What follows belongs to an exercise in optimizing a design on an open flow for small area, a short achievable clock period and few clock cycles; a production flow would make more cautious choices. Where RTL was checked, it was by simulation tests only, not by an equivalence proof against the original. For runs 4 and 5, only the layout was checked, not whether the RTL still works.

==> flow/design.v <==
`default_nettype none
package pn_pkg;
    localparam int result_w     = 16;
    localparam int operand_w    = 3;
    localparam int buf_depth    = 16;
    localparam int buf_idx_w    = 4;
    localparam int stack_depth  = 16;
    localparam int stack_ptr_w  = $clog2(stack_depth);
    localparam int max_results  = 4;
    localparam int result_cnt_w = $clog2(max_results + 1);
    localparam int result_idx_w = $clog2(max_results);
    typedef logic signed [result_w-1:0] result_t;
    localparam result_t result_fill = {1'b0, {(result_w - 1){1'b1}}};
    typedef enum logic [1:0] {
        prefix_burst  = 2'd0,
        postfix_burst = 2'd1,
        prefix        = 2'd2,
        postfix       = 2'd3
    } pn_mode_e;
    typedef enum logic [1:0] {
        op_add     = 2'd0,
        op_sub     = 2'd1,
        op_mul     = 2'd2,
        op_abs_sum = 2'd3
    } pn_op_e;
    typedef enum logic [1:0] {
        idle,
        read,
        evaluate,
        emit
    } main_state_e;
    typedef enum logic [2:0] {
        classify,
        push_operand,
        pop_first,
        pop_second,
        calculate,
        push_result
    } stack_step_e;
    typedef struct packed {
        logic                 is_operator;
        logic [operand_w-1:0] value;
    } token_t;
    typedef struct packed {
        logic start;
        logic step;
        logic reverse;
    } scan_cmd_t;
    typedef struct packed {
        logic    push;
        logic    pop;
        result_t push_data;
    } stack_cmd_t;
    typedef struct packed {
        logic   load_first;
        logic   load_second;
        pn_op_e op;
        logic   postfix;
    } alu_cmd_t;
    typedef struct packed {
        logic clear;
        logic record;
        logic emit_start;
        logic descending;
    } collect_cmd_t;
endpackage
`default_nettype wire
`timescale 1ns/1ps
`default_nettype none
module pn_evaluator (
    input  wire                         clk,
    input  wire                         rst_n,
    input  wire [1:0]                   mode,
    input  wire                         operator,
    input  wire [pn_pkg::operand_w-1:0] in,
    input  wire                         in_valid,
    output logic                        out_valid,
    output pn_pkg::result_t             out
);
    localparam int VW  = 7;    
    localparam int VD  = 10;   
    localparam int FD  = 7;    
    localparam int QD  = 6;    
    localparam int BW  = 7;    
    localparam logic [1:0] S_IDLE = 2'd0;
    localparam logic [1:0] S_RECV = 2'd1;
    localparam logic [1:0] S_WAIT = 2'd2;
    localparam logic [1:0] S_EMIT = 2'd3;
    logic [1:0] st;
    logic       pre_q;     
    logic       bur_q;     
    logic       pend;      
    logic       first_pending;
    logic [15:0] vhi [0:VW-1];
    logic [2:0]  vlo [0:VD-1];
    logic [FD-1:0] f_v;
    logic [FD-1:0] f_l;
    logic [1:0]    f_op [0:FD-1];
    logic [3:0]    q [0:QD-1];
    logic [2:0]    qcnt;
    logic [BW-1:0] lv [0:3];
    logic [3:0]    lf;
    logic [3:0]    lval;
    logic [1:0]    idx;
    wire idle  = (st == S_IDLE);
    wire recv  = (st == S_RECV);
    wire waits = (st == S_WAIT);
    wire emit  = (st == S_EMIT);
    logic [15:0] v [0:VD+1];
    always_comb begin
        for (int i = 0; i < VD + 2; i++) begin
            if (i < VW)      v[i] = {vhi[i][15:3], vlo[i]};
            else if (i < VD) v[i] = {13'd0, vlo[i]};
            else             v[i] = '0;
        end
    end
    wire       qnz    = (qcnt != 3'd0);
    wire       cur_v  = qnz | in_valid;
    wire       cur_op = qnz ? q[0][3] : operator;
    wire [2:0] cur_x  = qnz ? q[0][2:0] : in;
    wire casc  = pend & f_v[1] & f_l[1];
    wire take  = cur_v & ~casc;
    wire t_op  = take & cur_op;
    wire t_opd = take & ~cur_op;
    wire fpush  = t_op & (idle | pre_q);
    wire pf_op  = t_op & ~idle & ~pre_q & ~bur_q;
    wire pb_op  = t_op & ~idle & ~pre_q & bur_q;
    wire top_l  = f_v[0] & f_l[0];
    wire qb_red = t_opd & ~idle & pre_q & bur_q & top_l & ~pend;
    wire pend_n = casc | (t_opd & ~idle & pre_q & ~bur_q & (pend | top_l));
    logic [1:0]  alu_op;
    logic [15:0] a, b, sum, r;
    assign alu_op = pre_q ? f_op[0] : cur_x[1:0];
    assign a   = v[1];
    assign b   = v[0];
    assign sum = a + b;
    always_comb begin
        case (alu_op)
            2'd0:    r = sum;
            2'd1:    r = a - b;
            2'd2:    r = a * b;
            default: r = sum[15] ? -sum : sum;
        endcase
    end
    logic [2:0]    bl, br;
    logic [1:0]    bop;
    logic signed [BW-1:0] bres;
    assign bl  = pre_q ? vlo[0] : vlo[1];
    assign br  = pre_q ? cur_x : vlo[0];
    assign bop = pre_q ? f_op[0] : cur_x[1:0];
    always_comb begin
        case (bop)
            2'd1:    bres = {4'd0, bl} - {4'd0, br};
            2'd2:    bres = {4'd0, bl} * {4'd0, br};
            default: bres = {4'd0, bl} + {4'd0, br};
        endcase
    end
    wire red  = pend;
    wire redx = red & t_opd;
    wire push = t_opd & ~red & ~qb_red;
    wire pop1 = (red & ~t_opd) | pf_op | qb_red;
    always_ff @(posedge clk) begin
        for (int i = 0; i < VD; i++) begin
            if (push) begin
                vlo[i] <= (i == 0) ? cur_x : v[i-1][2:0];
            end else if (redx) begin
                if (i == 0) vlo[i] <= cur_x;
                else if (i == 1) vlo[i] <= r[2:0];
            end else if (pop1) begin
                vlo[i] <= (i == 0 && !qb_red) ? r[2:0] : v[i+1][2:0];
            end else if (pb_op) begin
                vlo[i] <= v[i+2][2:0];
            end
        end
        for (int i = 0; i < VW; i++) begin
            if (push) begin
                vhi[i][15:3] <= (i == 0) ? 13'd0 : v[i-1][15:3];
            end else if (redx) begin
                if (i == 0) vhi[i][15:3] <= 13'd0;
                else if (i == 1) vhi[i][15:3] <= r[15:3];
            end else if (pop1 || pb_op) begin
                vhi[i][15:3] <= (i == 0 && !qb_red && !pb_op) ? r[15:3] : v[i+1][15:3];
            end
        end
    end
    always_ff @(posedge clk or negedge rst_n) begin
        if (!rst_n) begin
            f_v <= '0;
        end else if (idle) begin
            if (take) f_v <= {{(FD-1){1'b0}}, cur_op};
        end else if (red) begin
            if (!t_op) f_v <= {1'b0, f_v[FD-1:1]};
        end else if (fpush) begin
            f_v <= {f_v[FD-2:0], 1'b1};
        end else if (qb_red) begin
            f_v <= {1'b0, f_v[FD-1:1]};
        end
    end
    always_ff @(posedge clk) begin
        if (idle) begin
            f_op[0] <= cur_x[1:0];
            f_l[0]  <= 1'b0;
        end else if (red) begin
            if (t_op) begin
                f_op[0] <= cur_x[1:0];
                f_l[0]  <= 1'b0;
                f_l[1]  <= 1'b1;
            end else begin
                for (int i = 0; i < FD - 1; i++) begin
                    f_op[i] <= f_op[i+1];
                    f_l[i]  <= f_l[i+1];
                end
                f_l[0] <= 1'b1;
            end
        end else if (fpush) begin
            for (int i = 1; i < FD; i++) begin
                f_op[i] <= f_op[i-1];
                f_l[i]  <= f_l[i-1];
            end
            f_op[0] <= cur_x[1:0];
            f_l[0]  <= 1'b0;
        end else if (qb_red) begin
            for (int i = 0; i < FD - 1; i++) begin
                f_op[i] <= f_op[i+1];
                f_l[i]  <= f_l[i+1];
            end
        end else if (t_opd && pre_q && !top_l) begin
            f_l[0] <= 1'b1;
        end
    end
    wire q_push = in_valid & (qnz | casc);
    wire q_pop  = qnz & take;
    wire [2:0] q_wr = qcnt - {2'd0, q_pop};
    always_ff @(posedge clk) begin
        for (int i = 0; i < QD; i++) begin
            if (q_push && q_wr == 3'(i)) begin
                q[i] <= {operator, in};
            end else if (q_pop) begin
                q[i] <= (i < QD - 1) ? q[i+1] : q[i];
            end
        end
    end
    always_ff @(posedge clk or negedge rst_n) begin
        if (!rst_n) begin
            qcnt <= '0;
        end else begin
            qcnt <= qcnt + {2'd0, q_push} - {2'd0, q_pop};
        end
    end
    wire flag_new = qb_red & ~f_v[1] & first_pending;
    wire ins      = pb_op | qb_red;
    wire full     = lval[3];
    wire drop     = full & (~pre_q | flag_new);
    wire rm       = full & pre_q & ~flag_new;
    logic signed [BW-1:0] lr [0:3];
    logic [3:0]    lrf;
    logic [3:0]    lrv;
    logic [3:0]    g;
    logic [3:0]    bef;
    logic [BW-1:0] ln [0:3];
    logic [3:0]    lnf;
    always_comb begin
        g[0] = lf[0] & lval[0];
        for (int i = 1; i < 4; i++) g[i] = g[i-1] | (lf[i] & lval[i]);
        for (int i = 0; i < 4; i++) begin
            if (rm && g[i]) begin
                lr[i]  = (i < 3) ? lv[i+1] : lv[i];
                lrf[i] = (i < 3) ? lf[i+1] : 1'b0;
            end else begin
                lr[i]  = lv[i];
                lrf[i] = lf[i];
            end
        end
        lrv = rm ? {1'b0, lval[2:0]} : lval;
        for (int i = 0; i < 4; i++) begin
            bef[i] = ~lrv[i] | (pre_q ? (bres > lr[i]) : (bres < lr[i]));
        end
        for (int i = 0; i < 4; i++) begin
            if (bef[i]) begin
                if (i > 0 && bef[i-1]) begin
                    ln[i]  = lr[i-1];
                    lnf[i] = lrf[i-1];
                end else begin
                    ln[i]  = bres;
                    lnf[i] = flag_new;
                end
            end else begin
                ln[i]  = lr[i];
                lnf[i] = lrf[i];
            end
        end
    end
    always_ff @(posedge clk) begin
        if (ins && !drop) begin
            for (int i = 0; i < 4; i++) begin
                lv[i] <= ln[i];
                lf[i] <= lnf[i];
            end
        end
    end
    always_ff @(posedge clk or negedge rst_n) begin
        if (!rst_n) begin
            lval <= '0;
        end else if (idle) begin
            lval <= '0;
        end else if (ins && !drop) begin
            lval <= {lrv[2:0], 1'b1} | lrv;
        end
    end
    wire done = ~pend & ~qnz;
    wire endc = recv & ~in_valid;
    always_ff @(posedge clk or negedge rst_n) begin
        if (!rst_n) begin
            st            <= S_IDLE;
            pre_q         <= 1'b0;
            bur_q         <= 1'b0;
            pend          <= 1'b0;
            first_pending <= 1'b0;
            idx           <= '0;
        end else begin
            pend <= pend_n;
            if (flag_new) first_pending <= 1'b0;
            case (st)
                S_IDLE: begin
                    idx <= '0;
                    if (in_valid) begin
                        st            <= S_RECV;
                        pre_q         <= ~mode[0];
                        bur_q         <= ~mode[1];
                        first_pending <= operator;
                    end
                end
                S_RECV: begin
                    if (!in_valid) begin
                        if (bur_q) begin
                            idx <= 2'd1;
                            st  <= lval[1] ? S_EMIT : S_IDLE;
                        end else begin
                            st <= done ? S_IDLE : S_WAIT;
                        end
                    end
                end
                S_WAIT: begin
                    if (done) st <= S_IDLE;
                end
                default: begin
                    idx <= idx + 2'd1;
                    if (idx == 2'd3 || !lval[idx + 2'd1]) st <= S_IDLE;
                end
            endcase
        end
    end
    assign out_valid = emit | (waits & done) | (endc & (bur_q | done));
    logic [15:0] res;
    always_comb begin
        if (bur_q) res = {{(16 - BW){lv[idx][BW-1]}}, lv[idx]};
        else       res = v[0];
    end
    assign out = out_valid ? res : 16'd0;
endmodule
`default_nettype wire
==> flow/run.sh <==
#!/bin/bash
# synth_recipe.tcl (not shown) runs the flow's synth.tcl, then flattens the netlist and writes it again
# the make line also repeats each setting of config.mk as NAME=value (left out here)
make -C /OpenROAD-flow-scripts/flow DESIGN_CONFIG=/design/flow/config.mk WORK_HOME=/design/flow/orfs CLKGATE_MAP_FILE= SYNTH_SCRIPT=/design/flow/synth_recipe.tcl finish
==> flow/config.mk <==
export PLATFORM = sky130hd
export DESIGN_NAME = pn_evaluator
export DESIGN_NICKNAME = pn_evaluator
export VERILOG_FILES = /design/flow/design.v
export SDC_FILE = /design/flow/constraint.sdc
export NUM_CORES = 4
export LEC_CHECK = 0
export ABC_CLOCK_PERIOD_IN_PS = 4000
export CAP_MARGIN = 20
export CORE_MARGIN = 2
export CORE_UTILIZATION = 40
export SETUP_SLACK_MARGIN = 4.0
export SLEW_MARGIN = 20
==> flow/constraint.sdc <==
create_clock -name core_clock -period 9.0 [get_ports {clk}]
set_input_delay 1.8000 -clock core_clock [delete_from_list [all_inputs] [get_ports {clk}]]
set_output_delay 1.8000 -clock core_clock [all_outputs]
set_load 0.01 [all_outputs]
==> summary.txt, run 1 <==
- Hold Crit Class: reg2reg
- Final setup viols: 0
- Yosys top cell by area: edfxtp_1
- FF+latch count, synth: 220
- DRT iter0 DRCs: 1056
- CTS Sinks: 220
- Met2 Track Usage GR: 0.353
- Final Critical Period: 5.89 ns
- CP max stage cell: fa_1
- RSZ-0062 raised after global routing: true
- Largest net degree at the start of global routing: 66
- Pins Over Slew Limit: 0
- Iteration count of the initial detailed-routing pass: 7
- Critical Path Start Type: flop
- TritonCTS clock tree: built
- Max incr delay on CP: 0.55 ns
- FF/Latch Area: 6370 um^2
- Synth cell types: 101
- Critical path data arrival time: 6.18 ns
- Die ar.: 48300 um^2
- Core Box Area: 46300 um^2
- Dominant synthesized flop cell: edfxtp_1
- Final hold vios: 0
- Worst skew pair latency: 0.54 ns
- Final Skew: 0.0162 ns
- Setup_tns: 0 ns
- DP HPWL: 36400 um
- Yosys Warn Count: 11
- Max Cap Viol: 0
- CP Class: reg2reg
- Status: complete, no violations
- Nets: 2184
- Area delta synth->final: 20.3%
- Share of layout cells above drive strength 1: 0.246
- Delay-heaviest family, CP: adder cells
- Cts hold-fix bufs: 0
- GR Util met3: 0.0202
- Antenna violations before repair: 0
- Crit path top cell by count: fa_1
- Global route overflow: 0
- Crit Path Max Fanout: 2
- Vias: 14600
- Via density: 5.65
- Port Buffers: 25
- Share of Yosys cell area claimed by the top area cell type: 0.297
- DRC violations left: 0
- Post-synth ARST share: 0.100
- Number of synthesized flops with an enable pin: 184
- Boundary pin count: 26
- Area of the multi-input gates: 12100 um^2
- Achievable Freq: 170 MHz
- H-Tree Depth: 1
- Top-count cell post-synth: inv_1
- Die Ht: 220 um
- Via count of the first global-routing pass: 14700
- CP endpoint kind: flop
- Rows: 79
- Global Route Usage Sum: 0.220
- Cts bufs inserted: 26
- Met1 usage: 0.319
- Clk buf depth: 3
- Worst Tran Pin Value: 0.985 ns
- Root buffer cell: clkbuf_16
- Total Wirelength: 53100 um
- Crit path buffers/inverters: 4
- Fin util: 0.484
- Antenna diode count: 0
- Syn nets: 2086
- Post-synthesis sequential area ratio: 0.341
- GP Congestion: 0.899
- Avg WL per Cell: 20.5 um
- Slew HR: 0.343
- Synth Cell Area: 18600 um^2
- Synth top cells by count: inv_1, edfxtp_1, nand2_1
- Cell Chain, Critical Path: buf_4 > ha_4 > inv_4 > fa_1 > fa_1 > inv_1 > fa_1 > fa_1 > inv_1 > fa_1 > fa_2 > xor2_2 > xnor2_1 > xnor2_1 > xnor2_1 > xnor3_2 > xnor2_4 > a2111oi_4 > o21ai_1 > o221a_2
- Width of the die: 220 um
- Synth Instances: 1859
- Initial Util: 0.402
- Global-route wire length before repair: 83300 um
- Area contributors post-synth: edfxtp_1, fa_1, ha_1
- Final period utilization: 0.654
- CP required: 9.29 ns
- Fill cells: 4284
- Post-DRT Antenna Nets: 0
- Mean post-synth cell area: 10.0 um^2
- Worst-path clk slew: 0.06 ns
- Busiest grt layer: met2
[path summary, 6_finish.rpt]
path	from	end	slack (ns)	cells after the start
worst min register to register	f_op[5][0]$_DFFE_PP_	f_op[6][0]$_DFFE_PP_	0.47	0
min in group asynchronous	rst_n	st[0]$_DFFE_PN0P_	1.22	1
max in group asynchronous	rst_n	lval[2]$_DFFE_PN0P_	7.44	1
worst max-delay path	vhi[1][7]$_DFFE_PP_	vhi[1][15]$_DFFE_PP_	3.11	20
worst max register to register	vhi[1][7]$_DFFE_PP_	vhi[1][15]$_DFFE_PP_	3.11	20
worst min-delay path	f_op[5][0]$_DFFE_PP_	f_op[6][0]$_DFFE_PP_	0.47	0
[what timing repair did]
| item | CTS | global route |
|---|---|---|
| gates cloned | 6 | 0 |
| pin swaps | 63 | 33 |
| resized for setup | 195 | 65 |
| buffers inserted | 85 | 19 |
| setup endpoints to repair | 182 | 61 |
[layout make-up]
type,instances,area share
multi-input cells,1350,0.539
well taps,607,0.0339
clock inverters,9,0.00436
inverters,193,0.0327
repair buffers,166,0.0725
clock buffers,39,0.0326
flip-flops and latches,220,0.284
[layout by cell type (no fill, tap or decap), drive strengths merged, types with 9 or more instances in the layout]
master / synthesis / layout
nand4: 14 / 14
dfxtp: 14 / 14
mux2i: 86 / 86
a31oi: 9 / 9
nand2b: 13 / 13
o211ai: 11 / 11
ha: 131 / 131
clkdlybuf4s50: 0 / 9
a21o: 20 / 20
inv: 192 / 194
o31ai: 11 / 11
dfrtp: 22 / 22
nor3: 20 / 20
buf: 25 / 145
a222oi: 11 / 11
mux2: 103 / 103
o21a: 29 / 29
a21oi: 81 / 81
xnor2: 47 / 47
clkbuf: 71 / 43
nand3: 19 / 19
and2: 58 / 58
a211oi: 19 / 19
nor2b: 18 / 18
o21ai: 94 / 94
and3: 21 / 21
xor2: 14 / 14
nor3b: 13 / 13
nand2: 170 / 170
fa: 87 / 87
nor2: 110 / 110
edfxtp: 184 / 184
a22oi: 20 / 20
[cells by family (layout without fill, tap and decap cells)]
| logic type | Yosys count | after routing | share of synthesized area |
|---|---|---|---|
| multiplexers | 190 | 190 | 0.110 |
| adder cells (fa/ha/maj) | 218 | 218 | 0.182 |
| XOR/XNOR | 62 | 62 | 0.0299 |
| buffers and inverters | 289 | 407 | 0.0613 |
| flip-flops | 220 | 220 | 0.341 |
| AND/OR/NAND/NOR | 493 | 493 | 0.131 |
| AO/OA/AOI/OAI | 387 | 387 | 0.145 |
[stage by stage]
step / setup slack [ns] / hold slack, ns / area [um^2] / cells
floorplan: 3.29 / 0.422 / 19000 / 1859
global placement: 1.70 / 0.432 / 19800 / 2425
detailed placement: 1.68 / 0.431 / 19800 / 2425
CTS: 3.15 / 0.462 / 22100 / 2564
global route: 2.97 / 0.482 / 22400 / 2584
finish: 3.11 / 0.468 / 22400 / 2584
[flip-flops by register name, indices dropped and copies added, names as in the netlist, 2 cells and up]
| name | flops |
|---|---|
| f_l | 7 |
| f_op | 14 |
| f_v | 7 |
| idx | 2 |
| lf | 4 |
| lv | 28 |
| lval | 4 |
| q | 24 |
| qcnt | 3 |
| st | 2 |
| vhi | 91 |
| vlo | 30 |
[worst register-to-register path, delay by kind of cell (launching register included)]
kind | cells | cell delay [ns]
buffers and inverters | 4 | 0.34
xor gates and xnor gates | 6 | 1.29
AOI/OAI and AO/OA | 3 | 0.61
adders and majority gates | 7 | 3.03
DFF | 1 | 0.40
[metal layers]
layer  share of wire  vias up
met2            0.46      436
li1                -     6808
met1            0.46     7273
met3           0.052       90
met5               0        -
met4           0.027        0
Testbench counts, summed over its fixed seeds: cycles 11,704.
==> run 2: changes to the inputs <==
--- a/flow/config.mk
+++ b/flow/config.mk
@@ -6,8 +6,6 @@
 export NUM_CORES = 4
 export LEC_CHECK = 0
-export ABC_CLOCK_PERIOD_IN_PS = 4000
 export CAP_MARGIN = 20
 export CORE_MARGIN = 2
 export CORE_UTILIZATION = 40
-export SETUP_SLACK_MARGIN = 4.0
 export SLEW_MARGIN = 20
==> summary.txt, run 2 <==
- Crit path buffers/inverters: 6
- Share of layout cells above drive strength 1: 0.115
- Vias: 13900
- Top flop regs: vhi: 91 flops, vlo: 30 flops, lv: 28 flops
- Final hold vios: 0
- Status: complete, no violations
- Crit Path Max Fanout: 13
- Final setup viols: 0
- Synth Area in Compound Gates: 0.145
- DRT iter0 DRCs: 939
- Global route overflow: 0
- Max incr delay on CP: 0.61 ns
- CP Depth: 22
- FF+latch count, synth: 220
- DRC violations left: 0
- Cell count after placement: 2421
- Port Buffers: 25
- CP endpoint kind: flop
- Hold Path Depth: 0
- Max reg flops: 91
- Yosys Warn Count: 11
- Achievable Freq: 137 MHz
- Core Box Area: 46300 um^2
- Commonest non-fill, non-tap cell in the layout: inv_1
- Most frequent cells in the layout: inv_1, edfxtp_1, nand2_1, ha_1, nor2_1
- M1 wire length: 22300 um
- Post-Layout Cell Count: 2469
- Cts bufs inserted: 26
- Cts hold-fix bufs: 0
- DR WL met3: 2400 um
- Critical path data arrival time: 7.71 ns
- Synth Instances: 1859
- Post-Synth Adder-Cell Area: 0.182
- Post-CTS Setup Repair Bufs: 0
- Mean post-synth cell area: 10.0 um^2
- Finished Cell Area: 20300 um^2
- Final Skew: 0.0309 ns
- Crit path top cell by count: inv_1
- Worst skew pair latency: 0.54 ns
- Post-DRT Antenna Nets: 0
- Final WS setup: 1.67 ns
- Main combinational cell family by area after synthesis: adder cells
- Yosys top cell by area: edfxtp_1
- Avg WL per Cell: 19.4 um
- CP Class: in2reg
- Post-synthesis mux area share: 0.110
- Synth cell types: 101
- Die Ht: 220 um
- Via density: 5.61
- Setup_tns: 0 ns
- Synth Cell Area: 18600 um^2
- Largest net degree at the start of global routing: 56
- Worst Tran Pin Value: 1.08 ns
- Iteration count of the initial detailed-routing pass: 7
- Placed cell areas: 19400 um^2
- Root buffer cell: clkbuf_16
- Top-count cell post-synth: inv_1
- Number of synthesized flops with an enable pin: 184
- Synth Area in Simple Gates: 0.131
- Initial Util: 0.402
- Global Route Usage Sum: 0.198
- Hold Crit Class: reg2reg
- Antenna violations before repair: 0
- Area of the multi-input gates: 11200 um^2
- Max Cap Viol: 0
- Via count of the first global-routing pass: 13800
- WHS: 0.452 ns
- H-Tree Depth: 1
- Share of Yosys cell area claimed by the top area cell type: 0.297
- Syn nets: 2086
- Delay-heaviest family, CP: compound AO/OA/AOI/OAI gates
- Post-Synth XOR/XNOR Area: 0.0299
- Final Critical Period: 7.33 ns
- Top reg by flops: vhi
- Worst-path clk slew: 0.06 ns
- DR top layer: met4
- Boundary pin count: 26
- Critical Path Start Type: input pin
- DP HPWL: 35200 um
- Antenna diode count: 0
- Post-synthesis sequential area ratio: 0.341
- Die ar.: 48300 um^2
- Pins Over Slew Limit: 0
- FF/Latch Area: 6360 um^2
- CTS Sinks: 220
- Width of the die: 220 um
- RSZ-0062 raised after global routing: false
- CP max stage cell: a211oi_2
- Setup WS pre-CTS: 1.18 ns
- TritonCTS clock tree: built
- Total Wirelength: 47900 um
- Final period utilization: 0.814
- CP required: 9.38 ns
- Area contributors post-synth: edfxtp_1, fa_1, ha_1
- Fill cells: 4442
- Dominant synthesized flop cell: edfxtp_1
- Synth top cells by count: inv_1, edfxtp_1, nand2_1
- Post_cts resized: 0
- Nets: 2069
- Clk buf depth: 3
- Rows: 79
- Global-route wire length before repair: 76200 um
- Cell Chain, Critical Path: clkdlybuf4s50_1 > nand2_1 > nand2_1 > mux2i_1 > inv_1 > ha_1 > inv_1 > fa_1 > inv_1 > ha_1 > fa_1 > a311oi_1 > inv_1 > ha_1 > o21a_1 > o21a_1 > o21ai_0 > a211oi_1 > a211oi_2 > buf_4 > mux2_1 > mux2i_1
- Metal2 WL: 22100 um
- GP Congestion: 0.922
- Post-synth ARST share: 0.100
- Slew HR: 0.277
- FF-to-FF path depth: 21
- Area delta synth->final: 8.89%
run 2: cell counts after synthesis:
No cell type changed its count.
run 2: cell families (layout without fill, tap and decap cells):
kind of cell,after synthesis,after routing
compound gates,387,387
xor+xnor,62,62
fa+ha+maj,218,218
buf+inv,289,292
flops,220,220
mux,190,190
simple gates,493,493
run 2: final timing paths:
| kind | start | end | slack (ns) |
|---|---|---|---|
| setup / recovery | in[1] | lv[2][1]$_DFFE_PP_ | 1.67 |
| setup reg to reg | vhi[0][3]$_SDFFE_PP0P_ | vhi[1][15]$_DFFE_PP_ | 2.18 |
| max in group asynchronous | rst_n | qcnt[0]$_DFF_PN0_ | 7.42 |
| hold reg to reg | f_op[5][0]$_DFFE_PP_ | f_op[6][0]$_DFFE_PP_ | 0.45 |
| hold / removal | f_op[5][0]$_DFFE_PP_ | f_op[6][0]$_DFFE_PP_ | 0.45 |
| min in group asynchronous | rst_n | st[1]$_DFFE_PN0P_ | 1.23 |
run 2: per-stage QoR:
step / utilization
floorplan: -
global placement: 0.420
detailed placement: 0.420
CTS: 0.438
global route: 0.438
finish: 0.438
run 2: final cells by class:
cell class | instances | area share
flip-flops and latches | 220 | 0.314
clock inverters | 18 | 0.00734
multi-input cells | 1350 | 0.550
clock buffers | 30 | 0.0339
well taps | 607 | 0.0375
repair buffers | 51 | 0.0217
inverters | 193 | 0.0357
run 2: per-layer routing:
layer	up-vias	track usage
met2	366	0.322
li1	6586	-
met5	-	0
met1	6842	0.278
met4	0	0.0519
met3	69	0.0265
==> run 3: changes to the inputs <==
--- a/flow/config.mk
+++ b/flow/config.mk
@@ -6,6 +6,9 @@
 export NUM_CORES = 4
 export LEC_CHECK = 0
+export ABC_CLOCK_PERIOD_IN_PS = 3000
 export CAP_MARGIN = 20
 export CORE_MARGIN = 2
 export CORE_UTILIZATION = 40
+export SETUP_SLACK_MARGIN = 4.5
 export SLEW_MARGIN = 20
+export TNS_END_PERCENT = 100
==> summary.txt, run 3 <==
- Status: complete, no violations
- Share of layout cells above drive strength 1: 0.271
- Worst-path clk slew: 0.06 ns
- FF+latch count, synth: 220
- Max Cap Viol: 0
- Post-Synth Adder-Cell Area: 0.182
- Achievable Freq: 173 MHz
- Top-count cell post-synth: inv_1
- Synth cell types: 101
- Hold Crit Class: reg2reg
- Slew HR: 0.352
- Clk buf depth: 3
- Global Route Usage Sum: 0.217
- H-Tree Depth: 1
- Syn nets: 2086
- CTS Sinks: 220
- Worst Tran Pin Value: 0.971 ns
- Yosys top cell by area: edfxtp_1
- Port Buffers: 25
- TritonCTS clock tree: built
- Avg WL per Cell: 20.3 um
- Post-synth ARST share: 0.100
- Post-synthesis sequential area ratio: 0.341
- Initial Util: 0.402
- Crit path top cell by count: fa_1
- Synth Area in Simple Gates: 0.131
- Critical path data arrival time: 6.06 ns
- DP HPWL: 35700 um
- Die Ht: 220 um
- Largest net degree at the start of global routing: 66
- Rows: 79
- Antenna diode count: 0
- DRT iter0 DRCs: 1116
- CP required: 9.28 ns
- GP Congestion: 0.911
- Nets: 2220
- Post-synthesis mux area share: 0.110
- Final period utilization: 0.643
- Crit Path Max Fanout: 5
- Main combinational cell family by area after synthesis: adder cells
- Dominant synthesized flop cell: edfxtp_1
- Synth Instances: 1859
- Yosys Warn Count: 11
- Area delta synth->final: 22.5%
- Top reg by flops: vhi
- Area contributors post-synth: edfxtp_1, fa_1, ha_1
- RSZ-0062 raised after global routing: true
- Global-route wire length before repair: 82100 um
- Boundary pin count: 26
- Core Box Area: 46300 um^2
- CP max stage cell: fa_2
- Pins Over Slew Limit: 0
- Share of Yosys cell area claimed by the top area cell type: 0.297
- Root buffer cell: clkbuf_16
- Antenna violations before repair: 0
- Final Skew: 0.0219 ns
- Max reg flops: 91
- Commonest non-fill, non-tap cell in the layout: edfxtp_1
- Top flop regs: vhi: 91 flops, vlo: 30 flops, lv: 28 flops
- Post-DRT Antenna Nets: 0
- Critical Path Start Type: flop
- Width of the die: 220 um
- Max incr delay on CP: 0.54 ns
- Number of synthesized flops with an enable pin: 184
- Cts bufs inserted: 25
- Vias: 14900
- Final setup viols: 0
- Global route overflow: 0
- Synth top cells by count: inv_1, edfxtp_1, nand2_1
- CP endpoint kind: flop
- Final Critical Period: 5.78 ns
- Cell Chain, Critical Path: buf_6 > buf_6 > and2_4 > fa_1 > inv_1 > fa_2 > fa_2 > inv_2 > ha_4 > fa_1 > inv_1 > fa_1 > inv_2 > ha_4 > o2111ai_4 > and3_4 > o31ai_4 > xnor2_4 > a2111oi_4 > o21ai_1 > o221a_2
- Iteration count of the initial detailed-routing pass: 5
- Synth Cell Area: 18600 um^2
- DRC violations left: 0
- Worst skew pair latency: 0.54 ns
- Synth Area in Compound Gates: 0.145
- Via count of the first global-routing pass: 14700
- Setup_tns: 0 ns
- Most frequent cells in the layout: edfxtp_1, inv_1, nand2_1, buf_4, ha_1
- Via density: 5.69
- Die ar.: 48300 um^2
- Mean post-synth cell area: 10.0 um^2
- Final hold vios: 0
- CP Class: reg2reg
- Total Wirelength: 53200 um
- Post-Synth XOR/XNOR Area: 0.0299
- Fill cells: 4244
run 3: per-stage QoR:
step	util	worst slack [ns]	instances	instance area, um^2	hold slack [ns]
3_5_place_dp	0.428	1.72	2425	19800	0.454
2_1_floorplan	-	3.29	1859	19100	0.422
4_1_cts	0.481	3.20	2595	22300	0.459
5_1_grt	0.493	3.06	2617	22800	0.471
6_report	0.493	3.22	2617	22800	0.460
3_3_place_gp	0.428	1.86	2425	19800	0.431
run 3: timing repair:
action,in CTS,in global routing
pin swaps,69,39
endpoints found under the setup margin,237,210
setup buffers,120,19
resized for setup,251,86
hold buffers,0,0
endpoints found under the hold margin,0,0
gates cloned,6,3
run 3: layout make-up:
type | count | area, um^2 | area share
clock buffers | 30 | 644 | 0.0283
multi-input cells | 1352 | 12200 | 0.535
flip-flops and latches | 220 | 6370 | 0.279
inverters | 193 | 733 | 0.0321
clock inverters | 14 | 126 | 0.00554
well taps | 607 | 759 | 0.0333
repair buffers | 201 | 1980 | 0.0867
run 3: worst paths after layout:
check                                  endpoint  cells past startpoint  slack, ns                start
min                            f_l[6]$_DFFE_PP_                      0       0.46     f_l[5]$_DFFE_PP_
min in group asynchronous    f_v[6]$_DFFE_PN0P_                      1       1.23                rst_n
min reg2reg                    f_l[6]$_DFFE_PP_                      0       0.46     f_l[5]$_DFFE_PP_
max                        vhi[1][15]$_DFFE_PP_                     21       3.22  vhi[1][4]$_DFFE_PP_
max reg2reg                vhi[1][15]$_DFFE_PP_                     21       3.22  vhi[1][4]$_DFFE_PP_
max in group asynchronous   lval[2]$_DFFE_PN0P_                      1       7.42                rst_n
run 3: per-layer routing:
metal,routed length [um],track usage,vias up
met1,23900,0.311,7351
met3,3430,0.0232,108
met2,24200,0.343,532
met4,1710,0.0723,0
li1,-,-,6891
met5,0,0,-
run 3: logic make-up (layout without fill, tap and decap cells):
group | Yosys count | after routing
AND/OR/NAND/NOR | 493 | 495
XOR/XNOR | 62 | 62
AO/OA/AOI/OAI | 387 | 387
multiplexers | 190 | 190
flip-flops | 220 | 220
buffers and inverters | 289 | 438
adder cells (fa/ha/maj) | 218 | 218
run 3: worst max-delay path: cells and delay by family, from the launching register on:
kind / cells / cell delay, ns
xor+xnor: 1 / 0.14
fa+ha+maj: 7 / 2.98
flops: 1 / 0.37
simple gates: 2 / 0.37
buf+inv: 6 / 0.51
compound gates: 5 / 1.13
==> run 4: changes to the inputs <==
--- a/flow/design.v
+++ b/flow/design.v
@@ -66,4 +66,223 @@
 endpackage
 `default_nettype wire
+`default_nettype none
+module mul16lo (
+    input  wire [15:0] a,
+    input  wire [15:0] b,
+    output wire [15:0] p
+);
+    wire neg0 = b[1];
+    wire one0 = b[0] ^ 1'b0;
+    wire two0 = (b[1] & ~b[0] & ~1'b0) | (~b[1] & b[0] & 1'b0);
+    wire pp0_0 = ((one0 & a[0])) ^ neg0;
+    wire pp0_1 = ((one0 & a[1]) | (two0 & a[0])) ^ neg0;
+    wire pp0_2 = ((one0 & a[2]) | (two0 & a[1])) ^ neg0;
+    wire pp0_3 = ((one0 & a[3]) | (two0 & a[2])) ^ neg0;
+    wire pp0_4 = ((one0 & a[4]) | (two0 & a[3])) ^ neg0;
+    wire pp0_5 = ((one0 & a[5]) | (two0 & a[4])) ^ neg0;
+    wire pp0_6 = ((one0 & a[6]) | (two0 & a[5])) ^ neg0;
+    wire pp0_7 = ((one0 & a[7]) | (two0 & a[6])) ^ neg0;
+    wire pp0_8 = ((one0 & a[8]) | (two0 & a[7])) ^ neg0;
+    wire pp0_9 = ((one0 & a[9]) | (two0 & a[8])) ^ neg0;
+    wire pp0_10 = ((one0 & a[10]) | (two0 & a[9])) ^ neg0;
+    wire pp0_11 = ((one0 & a[11]) | (two0 & a[10])) ^ neg0;
+    wire pp0_12 = ((one0 & a[12]) | (two0 & a[11])) ^ neg0;
+    wire pp0_13 = ((one0 & a[13]) | (two0 & a[12])) ^ neg0;
+    wire pp0_14 = ((one0 & a[14]) | (two0 & a[13])) ^ neg0;
+    wire pp0_15 = ((one0 & a[15]) | (two0 & a[14])) ^ neg0;
+    wire neg1 = b[3];
+    wire one1 = b[2] ^ b[1];
+    wire two1 = (b[3] & ~b[2] & ~b[1]) | (~b[3] & b[2] & b[1]);
+    wire pp1_2 = ((one1 & a[0])) ^ neg1;
+    wire pp1_3 = ((one1 & a[1]) | (two1 & a[0])) ^ neg1;
+    wire pp1_4 = ((one1 & a[2]) | (two1 & a[1])) ^ neg1;
+    wire pp1_5 = ((one1 & a[3]) | (two1 & a[2])) ^ neg1;
+    wire pp1_6 = ((one1 & a[4]) | (two1 & a[3])) ^ neg1;
+    wire pp1_7 = ((one1 & a[5]) | (two1 & a[4])) ^ neg1;
+    wire pp1_8 = ((one1 & a[6]) | (two1 & a[5])) ^ neg1;
+    wire pp1_9 = ((one1 & a[7]) | (two1 & a[6])) ^ neg1;
+    wire pp1_10 = ((one1 & a[8]) | (two1 & a[7])) ^ neg1;
+    wire pp1_11 = ((one1 & a[9]) | (two1 & a[8])) ^ neg1;
+    wire pp1_12 = ((one1 & a[10]) | (two1 & a[9])) ^ neg1;
+    wire pp1_13 = ((one1 & a[11]) | (two1 & a[10])) ^ neg1;
+    wire pp1_14 = ((one1 & a[12]) | (two1 & a[11])) ^ neg1;
+    wire pp1_15 = ((one1 & a[13]) | (two1 & a[12])) ^ neg1;
+    wire neg2 = b[5];
+    wire one2 = b[4] ^ b[3];
+    wire two2 = (b[5] & ~b[4] & ~b[3]) | (~b[5] & b[4] & b[3]);
+    wire pp2_4 = ((one2 & a[0])) ^ neg2;
+    wire pp2_5 = ((one2 & a[1]) | (two2 & a[0])) ^ neg2;
+    wire pp2_6 = ((one2 & a[2]) | (two2 & a[1])) ^ neg2;
+    wire pp2_7 = ((one2 & a[3]) | (two2 & a[2])) ^ neg2;
+    wire pp2_8 = ((one2 & a[4]) | (two2 & a[3])) ^ neg2;
+    wire pp2_9 = ((one2 & a[5]) | (two2 & a[4])) ^ neg2;
+    wire pp2_10 = ((one2 & a[6]) | (two2 & a[5])) ^ neg2;
+    wire pp2_11 = ((one2 & a[7]) | (two2 & a[6])) ^ neg2;
+    wire pp2_12 = ((one2 & a[8]) | (two2 & a[7])) ^ neg2;
+    wire pp2_13 = ((one2 & a[9]) | (two2 & a[8])) ^ neg2;
+    wire pp2_14 = ((one2 & a[10]) | (two2 & a[9])) ^ neg2;
+    wire pp2_15 = ((one2 & a[11]) | (two2 & a[10])) ^ neg2;
+    wire neg3 = b[7];
+    wire one3 = b[6] ^ b[5];
+    wire two3 = (b[7] & ~b[6] & ~b[5]) | (~b[7] & b[6] & b[5]);
+    wire pp3_6 = ((one3 & a[0])) ^ neg3;
+    wire pp3_7 = ((one3 & a[1]) | (two3 & a[0])) ^ neg3;
+    wire pp3_8 = ((one3 & a[2]) | (two3 & a[1])) ^ neg3;
+    wire pp3_9 = ((one3 & a[3]) | (two3 & a[2])) ^ neg3;
+    wire pp3_10 = ((one3 & a[4]) | (two3 & a[3])) ^ neg3;
+    wire pp3_11 = ((one3 & a[5]) | (two3 & a[4])) ^ neg3;
+    wire pp3_12 = ((one3 & a[6]) | (two3 & a[5])) ^ neg3;
+    wire pp3_13 = ((one3 & a[7]) | (two3 & a[6])) ^ neg3;
+    wire pp3_14 = ((one3 & a[8]) | (two3 & a[7])) ^ neg3;
+    wire pp3_15 = ((one3 & a[9]) | (two3 & a[8])) ^ neg3;
+    wire neg4 = b[9];
+    wire one4 = b[8] ^ b[7];
+    wire two4 = (b[9] & ~b[8] & ~b[7]) | (~b[9] & b[8] & b[7]);
+    wire pp4_8 = ((one4 & a[0])) ^ neg4;
+    wire pp4_9 = ((one4 & a[1]) | (two4 & a[0])) ^ neg4;
+    wire pp4_10 = ((one4 & a[2]) | (two4 & a[1])) ^ neg4;
+    wire pp4_11 = ((one4 & a[3]) | (two4 & a[2])) ^ neg4;
+    wire pp4_12 = ((one4 & a[4]) | (two4 & a[3])) ^ neg4;
+    wire pp4_13 = ((one4 & a[5]) | (two4 & a[4])) ^ neg4;
+    wire pp4_14 = ((one4 & a[6]) | (two4 & a[5])) ^ neg4;
+    wire pp4_15 = ((one4 & a[7]) | (two4 & a[6])) ^ neg4;
+    wire neg5 = b[11];
+    wire one5 = b[10] ^ b[9];
+    wire two5 = (b[11] & ~b[10] & ~b[9]) | (~b[11] & b[10] & b[9]);
+    wire pp5_10 = ((one5 & a[0])) ^ neg5;
+    wire pp5_11 = ((one5 & a[1]) | (two5 & a[0])) ^ neg5;
+    wire pp5_12 = ((one5 & a[2]) | (two5 & a[1])) ^ neg5;
+    wire pp5_13 = ((one5 & a[3]) | (two5 & a[2])) ^ neg5;
+    wire pp5_14 = ((one5 & a[4]) | (two5 & a[3])) ^ neg5;
+    wire pp5_15 = ((one5 & a[5]) | (two5 & a[4])) ^ neg5;
+    wire neg6 = b[13];
+    wire one6 = b[12] ^ b[11];
+    wire two6 = (b[13] & ~b[12] & ~b[11]) | (~b[13] & b[12] & b[11]);
+    wire pp6_12 = ((one6 & a[0])) ^ neg6;
+    wire pp6_13 = ((one6 & a[1]) | (two6 & a[0])) ^ neg6;
+    wire pp6_14 = ((one6 & a[2]) | (two6 & a[1])) ^ neg6;
+    wire pp6_15 = ((one6 & a[3]) | (two6 & a[2])) ^ neg6;
+    wire neg7 = b[15];
+    wire one7 = b[14] ^ b[13];
+    wire two7 = (b[15] & ~b[14] & ~b[13]) | (~b[15] & b[14] & b[13]);
+    wire pp7_14 = ((one7 & a[0])) ^ neg7;
+    wire pp7_15 = ((one7 & a[1]) | (two7 & a[0])) ^ neg7;
+    wire s0 = pp0_10 ^ pp1_10;
+    wire k0 = pp0_10 & pp1_10;
+    wire s1 = pp0_11 ^ pp1_11;
+    wire k1 = pp0_11 & pp1_11;
+    wire s2 = pp0_12 ^ pp1_12 ^ pp2_12;
+    wire k2 = (pp0_12 & pp1_12) | (pp0_12 & pp2_12) | (pp1_12 & pp2_12);
+    wire s3 = pp3_12 ^ pp4_12;
+    wire k3 = pp3_12 & pp4_12;
+    wire s4 = pp0_13 ^ pp1_13 ^ pp2_13;
+    wire k4 = (pp0_13 & pp1_13) | (pp0_13 & pp2_13) | (pp1_13 & pp2_13);
+    wire s5 = pp3_13 ^ pp4_13;
+    wire k5 = pp3_13 & pp4_13;
+    wire s6 = pp0_14 ^ pp1_14 ^ pp2_14;
+    wire k6 = (pp0_14 & pp1_14) | (pp0_14 & pp2_14) | (pp1_14 & pp2_14);
+    wire s7 = pp3_14 ^ pp4_14 ^ pp5_14;
+    wire k7 = (pp3_14 & pp4_14) | (pp3_14 & pp5_14) | (pp4_14 & pp5_14);
+    wire s8 = pp6_14 ^ pp7_14;
+    wire k8 = pp6_14 & pp7_14;
+    wire s9 = pp0_15 ^ pp1_15 ^ pp2_15;
+    wire k9 = (pp0_15 & pp1_15) | (pp0_15 & pp2_15) | (pp1_15 & pp2_15);
+    wire s10 = pp3_15 ^ pp4_15 ^ pp5_15;
+    wire k10 = (pp3_15 & pp4_15) | (pp3_15 & pp5_15) | (pp4_15 & pp5_15);
+    wire s11 = pp6_15 ^ pp7_15;
+    wire k11 = pp6_15 & pp7_15;
+    wire s12 = pp0_6 ^ pp1_6;
+    wire k12 = pp0_6 & pp1_6;
+    wire s13 = pp0_7 ^ pp1_7;
+    wire k13 = pp0_7 & pp1_7;
+    wire s14 = pp0_8 ^ pp1_8 ^ pp2_8;
+    wire k14 = (pp0_8 & pp1_8) | (pp0_8 & pp2_8) | (pp1_8 & pp2_8);
+    wire s15 = pp3_8 ^ pp4_8;
+    wire k15 = pp3_8 & pp4_8;
+    wire s16 = pp0_9 ^ pp1_9 ^ pp2_9;
+    wire k16 = (pp0_9 & pp1_9) | (pp0_9 & pp2_9) | (pp1_9 & pp2_9);
+    wire s17 = pp3_9 ^ pp4_9;
+    wire k17 = pp3_9 & pp4_9;
+    wire s18 = s0 ^ pp2_10 ^ pp3_10;
+    wire k18 = (s0 & pp2_10) | (s0 & pp3_10) | (pp2_10 & pp3_10);
+    wire s19 = pp4_10 ^ pp5_10 ^ neg5;
+    wire k19 = (pp4_10 & pp5_10) | (pp4_10 & neg5) | (pp5_10 & neg5);
+    wire s20 = s1 ^ pp2_11 ^ pp3_11;
+    wire k20 = (s1 & pp2_11) | (s1 & pp3_11) | (pp2_11 & pp3_11);
+    wire s21 = pp4_11 ^ pp5_11 ^ k0;
+    wire k21 = (pp4_11 & pp5_11) | (pp4_11 & k0) | (pp5_11 & k0);
+    wire s22 = s2 ^ s3 ^ pp5_12;
+    wire k22 = (s2 & s3) | (s2 & pp5_12) | (s3 & pp5_12);
+    wire s23 = pp6_12 ^ neg6 ^ k1;
+    wire k23 = (pp6_12 & neg6) | (pp6_12 & k1) | (neg6 & k1);
+    wire s24 = s4 ^ s5 ^ pp5_13;
+    wire k24 = (s4 & s5) | (s4 & pp5_13) | (s5 & pp5_13);
+    wire s25 = pp6_13 ^ k2 ^ k3;
+    wire k25 = (pp6_13 & k2) | (pp6_13 & k3) | (k2 & k3);
+    wire s26 = s6 ^ s7 ^ s8;
+    wire k26 = (s6 & s7) | (s6 & s8) | (s7 & s8);
+    wire s27 = neg7 ^ k4 ^ k5;
+    wire k27 = (neg7 & k4) | (neg7 & k5) | (k4 & k5);
+    wire s28 = s9 ^ s10 ^ s11;
+    wire k28 = (s9 & s10) | (s9 & s11) | (s10 & s11);
+    wire s29 = k6 ^ k7 ^ k8;
+    wire k29 = (k6 & k7) | (k6 & k8) | (k7 & k8);
+    wire s30 = pp0_4 ^ pp1_4;
+    wire k30 = pp0_4 & pp1_4;
+    wire s31 = pp0_5 ^ pp1_5;
+    wire k31 = pp0_5 & pp1_5;
+    wire s32 = s12 ^ pp2_6 ^ pp3_6;
+    wire k32 = (s12 & pp2_6) | (s12 & pp3_6) | (pp2_6 & pp3_6);
+    wire s33 = s13 ^ pp2_7 ^ pp3_7;
+    wire k33 = (s13 & pp2_7) | (s13 & pp3_7) | (pp2_7 & pp3_7);
+    wire s34 = s14 ^ s15 ^ neg4;
+    wire k34 = (s14 & s15) | (s14 & neg4) | (s15 & neg4);
+    wire s35 = s16 ^ s17 ^ k14;
+    wire k35 = (s16 & s17) | (s16 & k14) | (s17 & k14);
+    wire s36 = s18 ^ s19 ^ k16;
+    wire k36 = (s18 & s19) | (s18 & k16) | (s19 & k16);
+    wire s37 = s20 ^ s21 ^ k18;
+    wire k37 = (s20 & s21) | (s20 & k18) | (s21 & k18);
+    wire s38 = s22 ^ s23 ^ k20;
+    wire k38 = (s22 & s23) | (s22 & k20) | (s23 & k20);
+    wire s39 = s24 ^ s25 ^ k22;
+    wire k39 = (s24 & s25) | (s24 & k22) | (s25 & k22);
+    wire s40 = s26 ^ s27 ^ k24;
+    wire k40 = (s26 & s27) | (s26 & k24) | (s27 & k24);
+    wire s41 = s28 ^ s29 ^ k26;
+    wire k41 = (s28 & s29) | (s28 & k26) | (s29 & k26);
+    wire s42 = pp0_2 ^ pp1_2;
+    wire k42 = pp0_2 & pp1_2;
+    wire s43 = pp0_3 ^ pp1_3;
+    wire k43 = pp0_3 & pp1_3;
+    wire s44 = s30 ^ pp2_4 ^ neg2;
+    wire k44 = (s30 & pp2_4) | (s30 & neg2) | (pp2_4 & neg2);
+    wire s45 = s31 ^ pp2_5 ^ k30;
+    wire k45 = (s31 & pp2_5) | (s31 & k30) | (pp2_5 & k30);
+    wire s46 = s32 ^ neg3 ^ k31;
+    wire k46 = (s32 & neg3) | (s32 & k31) | (neg3 & k31);
+    wire s47 = s33 ^ k12 ^ k32;
+    wire k47 = (s33 & k12) | (s33 & k32) | (k12 & k32);
+    wire s48 = s34 ^ k13 ^ k33;
+    wire k48 = (s34 & k13) | (s34 & k33) | (k13 & k33);
+    wire s49 = s35 ^ k15 ^ k34;
+    wire k49 = (s35 & k15) | (s35 & k34) | (k15 & k34);
+    wire s50 = s36 ^ k17 ^ k35;
+    wire k50 = (s36 & k17) | (s36 & k35) | (k17 & k35);
+    wire s51 = s37 ^ k19 ^ k36;
+    wire k51 = (s37 & k19) | (s37 & k36) | (k19 & k36);
+    wire s52 = s38 ^ k21 ^ k37;
+    wire k52 = (s38 & k21) | (s38 & k37) | (k21 & k37);
+    wire s53 = s39 ^ k23 ^ k38;
+    wire k53 = (s39 & k23) | (s39 & k38) | (k23 & k38);
+    wire s54 = s40 ^ k25 ^ k39;
+    wire k54 = (s40 & k25) | (s40 & k39) | (k25 & k39);
+    wire s55 = s41 ^ k27 ^ k40;
+    wire k55 = (s41 & k27) | (s41 & k40) | (k27 & k40);
+    wire [15:0] x = {s55, s54, s53, s52, s51, s50, s49, s48, s47, s46, s45, s44, s43, s42, pp0_1, pp0_0};
+    wire [15:0] y = {k54, k53, k52, k51, k50, k49, k48, k47, k46, k45, k44, k43, k42, neg1, 1'b0, neg0};
+    assign p = x + y;
+endmodule
+`default_nettype wire
 `timescale 1ns/1ps
 `default_nettype none
@@ -135,25 +354,31 @@
     assign b   = v[0];
     assign sum = a + b;
+    logic [15:0] prod;
+    mul16lo mul_inst (.a(a), .b(b), .p(prod));
     always_comb begin
         case (alu_op)
             2'd0:    r = sum;
             2'd1:    r = a - b;
-            2'd2:    r = a * b;
+            2'd2:    r = prod;
             default: r = sum[15] ? -sum : sum;
         endcase
     end
-    logic [2:0]    bl, br;
-    logic [1:0]    bop;
+    logic signed [BW-1:0] bpre  [0:7];
+    logic signed [BW-1:0] bpost [0:3];
     logic signed [BW-1:0] bres;
-    assign bl  = pre_q ? vlo[0] : vlo[1];
-    assign br  = pre_q ? cur_x : vlo[0];
-    assign bop = pre_q ? f_op[0] : cur_x[1:0];
     always_comb begin
-        case (bop)
-            2'd1:    bres = {4'd0, bl} - {4'd0, br};
-            2'd2:    bres = {4'd0, bl} * {4'd0, br};
-            default: bres = {4'd0, bl} + {4'd0, br};
-        endcase
+        for (int k = 0; k < 8; k++) begin
+            case (f_op[0])
+                2'd1:    bpre[k] = {4'd0, vlo[0]} - 7'(k);
+                2'd2:    bpre[k] = {4'd0, vlo[0]} * 7'(k);
+                default: bpre[k] = {4'd0, vlo[0]} + 7'(k);
+            endcase
+        end
+        bpost[0] = {4'd0, vlo[1]} + {4'd0, vlo[0]};
+        bpost[1] = {4'd0, vlo[1]} - {4'd0, vlo[0]};
+        bpost[2] = {4'd0, vlo[1]} * {4'd0, vlo[0]};
+        bpost[3] = bpost[0];
     end
+    assign bres = pre_q ? bpre[cur_x] : bpost[cur_x[1:0]];
     wire red  = pend;
     wire redx = red & t_opd;
@@ -351,5 +576,7 @@
         end
     end
-    assign out_valid = emit | (waits & done) | (endc & (bur_q | done));
+    wire ov_reg = emit | (waits & done);
+    wire ov_end = recv & (bur_q | done);
+    assign out_valid = ov_reg | (ov_end & ~in_valid);
     logic [15:0] res;
     always_comb begin
@@ -357,5 +584,5 @@
         else       res = v[0];
     end
-    assign out = out_valid ? res : 16'd0;
+    assign out = (res & {16{ov_reg}}) | (res & {16{ov_end & ~in_valid}});
 endmodule
 `default_nettype wire
==> summary.txt, run 4 <==
- Status: complete, no violations
- Largest net degree at the start of global routing: 95
- Area of the multi-input gates: 13400 um^2
- DRT iter0 DRCs: 1840
- Synth Instances: 2109
- Final hold vios: 0
- Yosys Warn Count: 13
- Cts bufs inserted: 26
- Synth Cell Area: 19500 um^2
- M1 wire length: 27900 um
- Final Skew: 0.0229 ns
- Rows: 80
- Crit Path Max Fanout: 6
- DP HPWL: 40500 um
- DR top layer: met4
- Share of Yosys cell area claimed by the top area cell type: 0.284
- Avg WL per Cell: 22.2 um
- Final setup viols: 0
- FF+latch count, synth: 220
- Setup WS pre-CTS: 1.65 ns
- Share of layout cells above drive strength 1: 0.265
- Global Route Usage Sum: 0.244
- Critical Path Start Type: input pin
- Slew HR: 0.366
- H-Tree Depth: 1
- Synth top cells by count: edfxtp_1, nand2_1, o21ai_0
- Dominant synthesized flop cell: edfxtp_1
- Most frequent cells in the layout: edfxtp_1, nand2_1, buf_4, o21ai_0
- Initial Util: 0.406
- Worst-path clk slew: 0.06 ns
- Die Ht: 225 um
- CP Class: in2reg
- CP endpoint kind: flop
- Reg-to-reg slack, setup: 3.87 ns
- Via count of the first global-routing pass: 16600
- Commonest non-fill, non-tap cell in the layout: edfxtp_1
- Global route overflow: 0
- TritonCTS clock tree: built
- Via density: 6.11
- Post-synth ARST share: 0.100
- Mean post-synth cell area: 9.24 um^2
- Top flop regs: vhi: 91 flops, vlo: 30 flops, lv: 28 flops
- Vias: 17400
- Worst skew pair latency: 0.56 ns
- Reg2reg start: vlo[0][1]$_DFFE_PP_
- Width of the die: 225 um
- Iteration count of the initial detailed-routing pass: 6
- DRC violations left: 0
- Syn nets: 2280
- Metal2 WL: 28700 um
- Post-synthesis sequential area ratio: 0.326
- R2R Path End: vhi[1][13]$_DFFE_PP_
- Hold Path Depth: 0
- Setup_tns: 0 ns
- Area contributors post-synth: edfxtp_1, ha_1, mux2_2
- Critical path data arrival time: 5.52 ns
- Crit path top cell by count: o21a_1
- Boundary pin count: 26
- Fill cells: 4234
- Die ar.: 50500 um^2
- Core Box Area: 47900 um^2
- Antenna violations before repair: 0
- Global-route wire length before repair: 96800 um
- CTS Sinks: 220
- DR WL met3: 4600 um
- Max reg flops: 91
- Worst hold endpoint: f_l[6]$_DFFE_PP_
- Area delta synth->final: 24.8%
- Worst Tran Pin Value: 0.947 ns
- FF-to-FF path depth: 21
- Cell Chain, Critical Path: buf_8 > mux2_4 > buf_6 > ha_4 > nor4_4 > o21ai_2 > a41oi_4 > buf_12 > ha_4 > nor2b_1 > o21a_1 > o21a_1 > o21a_1 > o21ai_1 > nor4bb_4 > buf_4 > o311a_4 > mux2_4 > mux2i_1
- Hold Path Origin: f_l[5]$_DFFE_PP_
- Hold Crit Class: reg2reg
- Achievable Freq: 195 MHz
- Final WS setup: 3.86 ns
- Port Buffers: 25
- Top reg by flops: vhi
- CP required: 9.38 ns
- FF/Latch Area: 6370 um^2
- Nets: 2392
- Cts hold-fix bufs: 0
- Max Cap Viol: 0
- Final period utilization: 0.571
- Final Critical Period: 5.14 ns
- Synth cell types: 93
- GP Congestion: 0.914
- Yosys top cell by area: edfxtp_1
- Clk buf depth: 3
- Top-count cell post-synth: edfxtp_1
- RSZ-0062 raised after global routing: true
- Number of synthesized flops with an enable pin: 184
- Root buffer cell: clkbuf_16
- Post-DRT Antenna Nets: 0
- Pins Over Slew Limit: 0
- CP max stage cell: nor4_4
- Max incr delay on CP: 0.35 ns
- Total Wirelength: 63400 um
==> run 4: cell count changes after synthesis, sizes merged, moves of 35 or more <==
cell,previous run,this run
inv,192,109
clkbuf,71,120
fa,87,41
a21oi,81,144
o21ai,94,165
and2,58,23
xnor2,47,83
==> run 4: repair_timing <==
| item | CTS | global route |
|---|---|---|
| setup buffers | 137 | 28 |
| cloned | 11 | 0 |
| pin swaps | 87 | 79 |
| setup endpoints to repair | 273 | 143 |
| resized for setup | 286 | 123 |
==> run 4: through the flow <==
stage / util / hold WS (ns) / instance area (um^2) / std cells
final: 0.507 / 0.447 / 24300 / 2856
after CTS: 0.493 / 0.447 / 23600 / 2826
after global routing: 0.507 / 0.456 / 24300 / 2855
after floorplan: - / 0.422 / 19800 / 2109
after detailed placement: 0.427 / 0.436 / 20500 / 2631
after global placement: 0.426 / 0.428 / 20400 / 2630
==> run 4: how the worst max path moves through the flow <==
stage / depth (start not counted) / to / start
finish: 19 / lv[2][6]$_DFFE_PP_ / in[1]
global route: 22 / lv[2][3]$_DFFE_PP_ / in[1]
CTS: 16 / lv[2][4]$_DFFE_PP_ / in[1]
detailed placement: 19 / lf[3]$_SDFFCE_PN0P_ / operator
global placement: 19 / lf[3]$_SDFFCE_PN0P_ / operator
floorplan: 18 / lv[2][2]$_DFFE_PP_ / in[0]
==> run 4: final cells by class <==
| cell class | count | area share |
|---|---|---|
| diodes | 1 | 0.000103 |
| multi-input cells | 1625 | 0.551 |
| clock inverters | 12 | 0.00468 |
| inverters | 112 | 0.0200 |
| clock buffers | 35 | 0.0290 |
| repair buffers | 236 | 0.101 |
| flip-flops and latches | 220 | 0.262 |
| well taps | 615 | 0.0316 |
==> run 4: critical path: cells and delay by family <==
family | cells | cell delay (ns)
buffers and inverters | 4 | 0.60
multiplexers | 3 | 0.77
AND/OR/NAND/NOR | 3 | 0.72
adder cells (fa/ha/maj) | 2 | 0.39
AO/OA/AOI/OAI | 7 | 1.24
==> run 4: cell families (layout without fill, tap and decap cells) <==
logic type	after synthesis	in the layout	synth area share
AOI/OAI and AO/OA	612	615	0.205
xor gates and xnor gates	113	113	0.0525
adders and majority gates	189	189	0.134
buffers and inverters	267	395	0.0532
DFF	220	220	0.326
muxes	190	190	0.105
other	0	1	0
and+or+nand+nor	518	518	0.125
==> run 4: routing by layer <==
metal,vias to the layer above,GRT usage
li1,7992,-
met1,8608,0.339
met2,721,0.387
met3,124,0.0355
met4,0,0.0857
met5,-,0
==> run 5: changes to the inputs <==
--- a/flow/design.v
+++ b/flow/design.v
@@ -380,5 +380,5 @@
         bpost[3] = bpost[0];
     end
-    assign bres = pre_q ? bpre[cur_x] : bpost[cur_x[1:0]];
+    assign bres = pre_q ? bpre[in] : bpost[in[1:0]];
     wire red  = pend;
     wire redx = red & t_opd;
@@ -474,8 +474,19 @@
     end
     wire flag_new = qb_red & ~f_v[1] & first_pending;
-    wire ins      = pb_op | qb_red;
+    logic signed [BW-1:0] p_val;
+    logic                 p_flag;
+    logic                 p_v;
+    always_ff @(posedge clk) begin
+        p_val  <= bres;
+        p_flag <= flag_new;
+    end
+    always_ff @(posedge clk or negedge rst_n) begin
+        if (!rst_n) p_v <= 1'b0;
+        else        p_v <= pb_op | qb_red;
+    end
+    wire ins      = p_v;
     wire full     = lval[3];
-    wire drop     = full & (~pre_q | flag_new);
-    wire rm       = full & pre_q & ~flag_new;
+    wire drop     = full & (~pre_q | p_flag);
+    wire rm       = full & pre_q & ~p_flag;
     logic signed [BW-1:0] lr [0:3];
     logic [3:0]    lrf;
@@ -499,5 +510,5 @@
         lrv = rm ? {1'b0, lval[2:0]} : lval;
         for (int i = 0; i < 4; i++) begin
-            bef[i] = ~lrv[i] | (pre_q ? (bres > lr[i]) : (bres < lr[i]));
+            bef[i] = ~lrv[i] | (pre_q ? (p_val > lr[i]) : (p_val < lr[i]));
         end
         for (int i = 0; i < 4; i++) begin
@@ -507,6 +518,6 @@
                     lnf[i] = lrf[i-1];
                 end else begin
-                    ln[i]  = bres;
-                    lnf[i] = flag_new;
+                    ln[i]  = p_val;
+                    lnf[i] = p_flag;
                 end
             end else begin
@@ -516,4 +527,5 @@
         end
     end
+    wire [3:0] lval_n = (ins && !drop) ? ({lrv[2:0], 1'b1} | lrv) : lval;
     always_ff @(posedge clk) begin
         if (ins && !drop) begin
@@ -529,6 +541,6 @@
         end else if (idle) begin
             lval <= '0;
-        end else if (ins && !drop) begin
-            lval <= {lrv[2:0], 1'b1} | lrv;
+        end else begin
+            lval <= lval_n;
         end
     end
@@ -560,5 +572,5 @@
                         if (bur_q) begin
                             idx <= 2'd1;
-                            st  <= lval[1] ? S_EMIT : S_IDLE;
+                            st  <= lval_n[1] ? S_EMIT : S_IDLE;
                         end else begin
                             st <= done ? S_IDLE : S_WAIT;
@@ -581,5 +593,8 @@
     logic [15:0] res;
     always_comb begin
-        if (bur_q) res = {{(16 - BW){lv[idx][BW-1]}}, lv[idx]};
+        if (bur_q) begin
+            if (p_v && !drop) res = {{(16 - BW){ln[0][BW-1]}}, ln[0]};
+            else              res = {{(16 - BW){lv[idx][BW-1]}}, lv[idx]};
+        end
         else       res = v[0];
     end
==> summary.txt, run 5 <==
- Status: complete, no violations
- Top-count cell post-synth: nand2_1
- Cell Chain, Critical Path: buf_12 > nand2_4 > nor2_4 > and3_4 > buf_6 > mux2i_1 > inv_1 > ha_2 > nor2b_4 > o21a_1 > o21a_1 > o21ai_2 > a21oi_2 > mux2i_4 > or2_4 > o21ai_4 > o2111ai_4 > buf_12 > buf_16 > nand2_4 > buf_6
- Post-DRT Antenna Nets: 0
- CP endpoint kind: output pin
- Fill cells: 4671
- Nets: 2368
- Yosys top cell by area: edfxtp_1
- Top flop regs: vhi: 91 flops, vlo: 30 flops, lv: 28 flops
- Hold Crit Class: reg2reg
- Initial Util: 0.406
- Global-route wire length before repair: 94100 um
- Synth top cells by count: nand2_1, o21ai_0, edfxtp_1
- Worst skew pair latency: 0.55 ns
- Die ar.: 51500 um^2
- Number of synthesized flops with an enable pin: 184
- Via count of the first global-routing pass: 16700
- Synth Instances: 2180
- Root buffer cell: clkbuf_16
- Global route overflow: 0
- Mean post-synth cell area: 9.13 um^2
- Fin util: 0.475
- Clk buf depth: 3
- Share of Yosys cell area claimed by the top area cell type: 0.278
- Most frequent cells in the layout: nand2_1, edfxtp_1, o21ai_0, a21oi_1, nor2_1
- Boundary pin count: 26
- Area delta synth->final: 17.2%
- CP max stage cell: dfrtp_1
- H-Tree Depth: 1
- Final Critical Period: 5.82 ns
- Commonest non-fill, non-tap cell in the layout: nand2_1
- FF-to-FF path depth: 21
- Worst hold endpoint: f_op[6][1]$_DFFE_PP_
- Via density: 5.98
- Max incr delay on CP: 0.40 ns
- Total Wirelength: 60500 um
- Synth Cell Area: 19900 um^2
- Area of the multi-input gates: 13200 um^2
- Top reg by flops: vhi
- Yosys Warn Count: 13
- Crit Path Max Fanout: 6
- Area contributors post-synth: edfxtp_1, ha_1, mux2_2
- Max reg flops: 91
- Delay-heaviest family, CP: compound AO/OA/AOI/OAI gates
- Setup_tns: 0 ns
- Critical path data arrival time: 4.02 ns
- DRC violations left: 0
- Synth cell types: 99
- Worst-path clk slew: 0.06 ns
- Post-synthesis sequential area ratio: 0.329
- Antenna violations before repair: 0
- Max Cap Viol: 0
- TritonCTS clock tree: built
- Final Skew: 0.0299 ns
- Die Ht: 227 um
- Critical Path Start Type: flop
- CTS Sinks: 229
- Syn nets: 2352
- Port Buffers: 25
- Post-synth ARST share: 0.100
- Hold Path Depth: 0
- CP Depth: 21
- CP Class: reg2out
- Dominant synthesized flop cell: edfxtp_1
- CP required: 7.20 ns
[run 5: cell types whose count changed after synthesis, moves of 10 or more]
cell,before,now
and3_1,2,12
o21ai_0,158,187
mux2i_1,85,71
nand2_1,178,217
o21a_1,29,13
nor2_1,138,121
[run 5: area by class of cell]
type | count | share of cell area
timing repair buffer | 142 | 0.0623
clock buffer | 26 | 0.0270
antenna | 1 | 0.000107
clock inverter | 20 | 0.00789
inverter | 113 | 0.0200
sequential | 229 | 0.281
tap | 664 | 0.0356
multi-input combinational | 1685 | 0.566
[run 5: metal layers]
layer / up-vias / share of wire / GRT usage
li1: 8038 / - / -
met1: 8489 / 0.44 / 0.311
met2: 568 / 0.48 / 0.392
met3: 113 / 0.057 / 0.0315
met4: 0 / 0.027 / 0.0609
met5: - / 0 / 0
[run 5: cells by family after synthesis]
group / count (synthesis) / synth area share
AOI/OAI and AO/OA: 645 / 0.209
xor gates and xnor gates: 110 / 0.0491
adders and majority gates: 187 / 0.130
buffers and inverters: 270 / 0.0540
DFF: 229 / 0.329
muxes: 170 / 0.0923
and+or+nand+nor: 569 / 0.136
[run 5: how the worst max path moves through the flow]
stage / from / to / slack (ns)
final: pre_q$_DFFE_PN0P_ / out[13] / 3.18
after global routing: pre_q$_DFFE_PN0P_ / out[10] / 3.03
after CTS: pre_q$_DFFE_PN0P_ / out[6] / 3.26
after detailed placement: pre_q$_DFFE_PN0P_ / out[6] / 2.35
after global placement: pre_q$_DFFE_PN0P_ / out[10] / 2.43
after floorplan: vlo[0][1]$_DFFE_PP_ / vhi[1][15]$_DFFE_PP_ / 3.71
[run 5: worst reg2reg max path, stage by stage, from the launching register on]
cell      delay, ns
edfxtp_1       0.50
buf_12         0.20
nand2b_4       0.15
o22ai_4        0.14
buf_6          0.18
buf_8          0.15
a22oi_2        0.08
xnor2_2        0.17
fa_1           0.47
fa_1           0.51
inv_1          0.05
fa_1           0.53
fa_1           0.46
ha_4           0.31
o21ai_2        0.07
nand2b_1       0.07
a21oi_1        0.06
a31o_2         0.23
xnor2_2        0.18
o32ai_2        0.12
nor3_2         0.23
nor2_1         0.06
[run 5: metrics by stage]
stage	cells	hold slack (ns)	instance area (um^2)	setup WS (ns)
6_report	2880	0.452	23300	3.18
5_1_grt	2879	0.481	23300	3.03
4_1_cts	2849	0.457	22800	3.26
3_5_place_dp	2747	0.453	20900	2.35
3_3_place_gp	2747	0.445	20900	2.43
2_1_floorplan	2180	0.422	20300	3.71
[run 5: repair_timing]
action	4_1_cts	5_1_grt
hold buffers	0	0
pin swaps	40	55
setup endpoints to repair	249	236
gates cloned	8	1
resized for setup	176	75
setup buffers	48	29

==> separate check: timing with driven ports <==
Ports are ideal in the flow. The routed layouts listed here were re-timed in OpenROAD. Step 1 sets driving cells, clkbuf_16 on the clock port and buf_2 on the other inputs (assumed; they add their load-dependent delay and slew). Step 2 times the ports against the registers' clock, not the clock port: input delays grow and output delays shrink by t, the midpoint of the rising clock arrivals with the driver on. Slacks: ideal / step 1 / step 2; pairs: ideal / step 1.
run | shift t [ns] | setup WS [ns] | latest minus earliest clock arrival (ns)
run 1 | 0.591 | 3.115 / 3.115 / 2.905 | 0.016 / 0.016
run 2 | 0.572 | 1.674 / 1.702 / 1.130 | 0.032 / 0.032
run 3 | 0.585 | 3.216 / 3.216 / 2.908 | 0.022 / 0.022
run 4 | 0.600 | 3.860 / 3.866 / 3.274 | 0.028 / 0.028
run 5 | 0.583 | 3.179 / 3.130 / 3.713 | 0.030 / 0.030
After both steps every run listed still meets setup and hold. For run 4, which loses most, drivers alone change the setup slack by +0.006 ns; drivers and shift together by -0.586 ns.
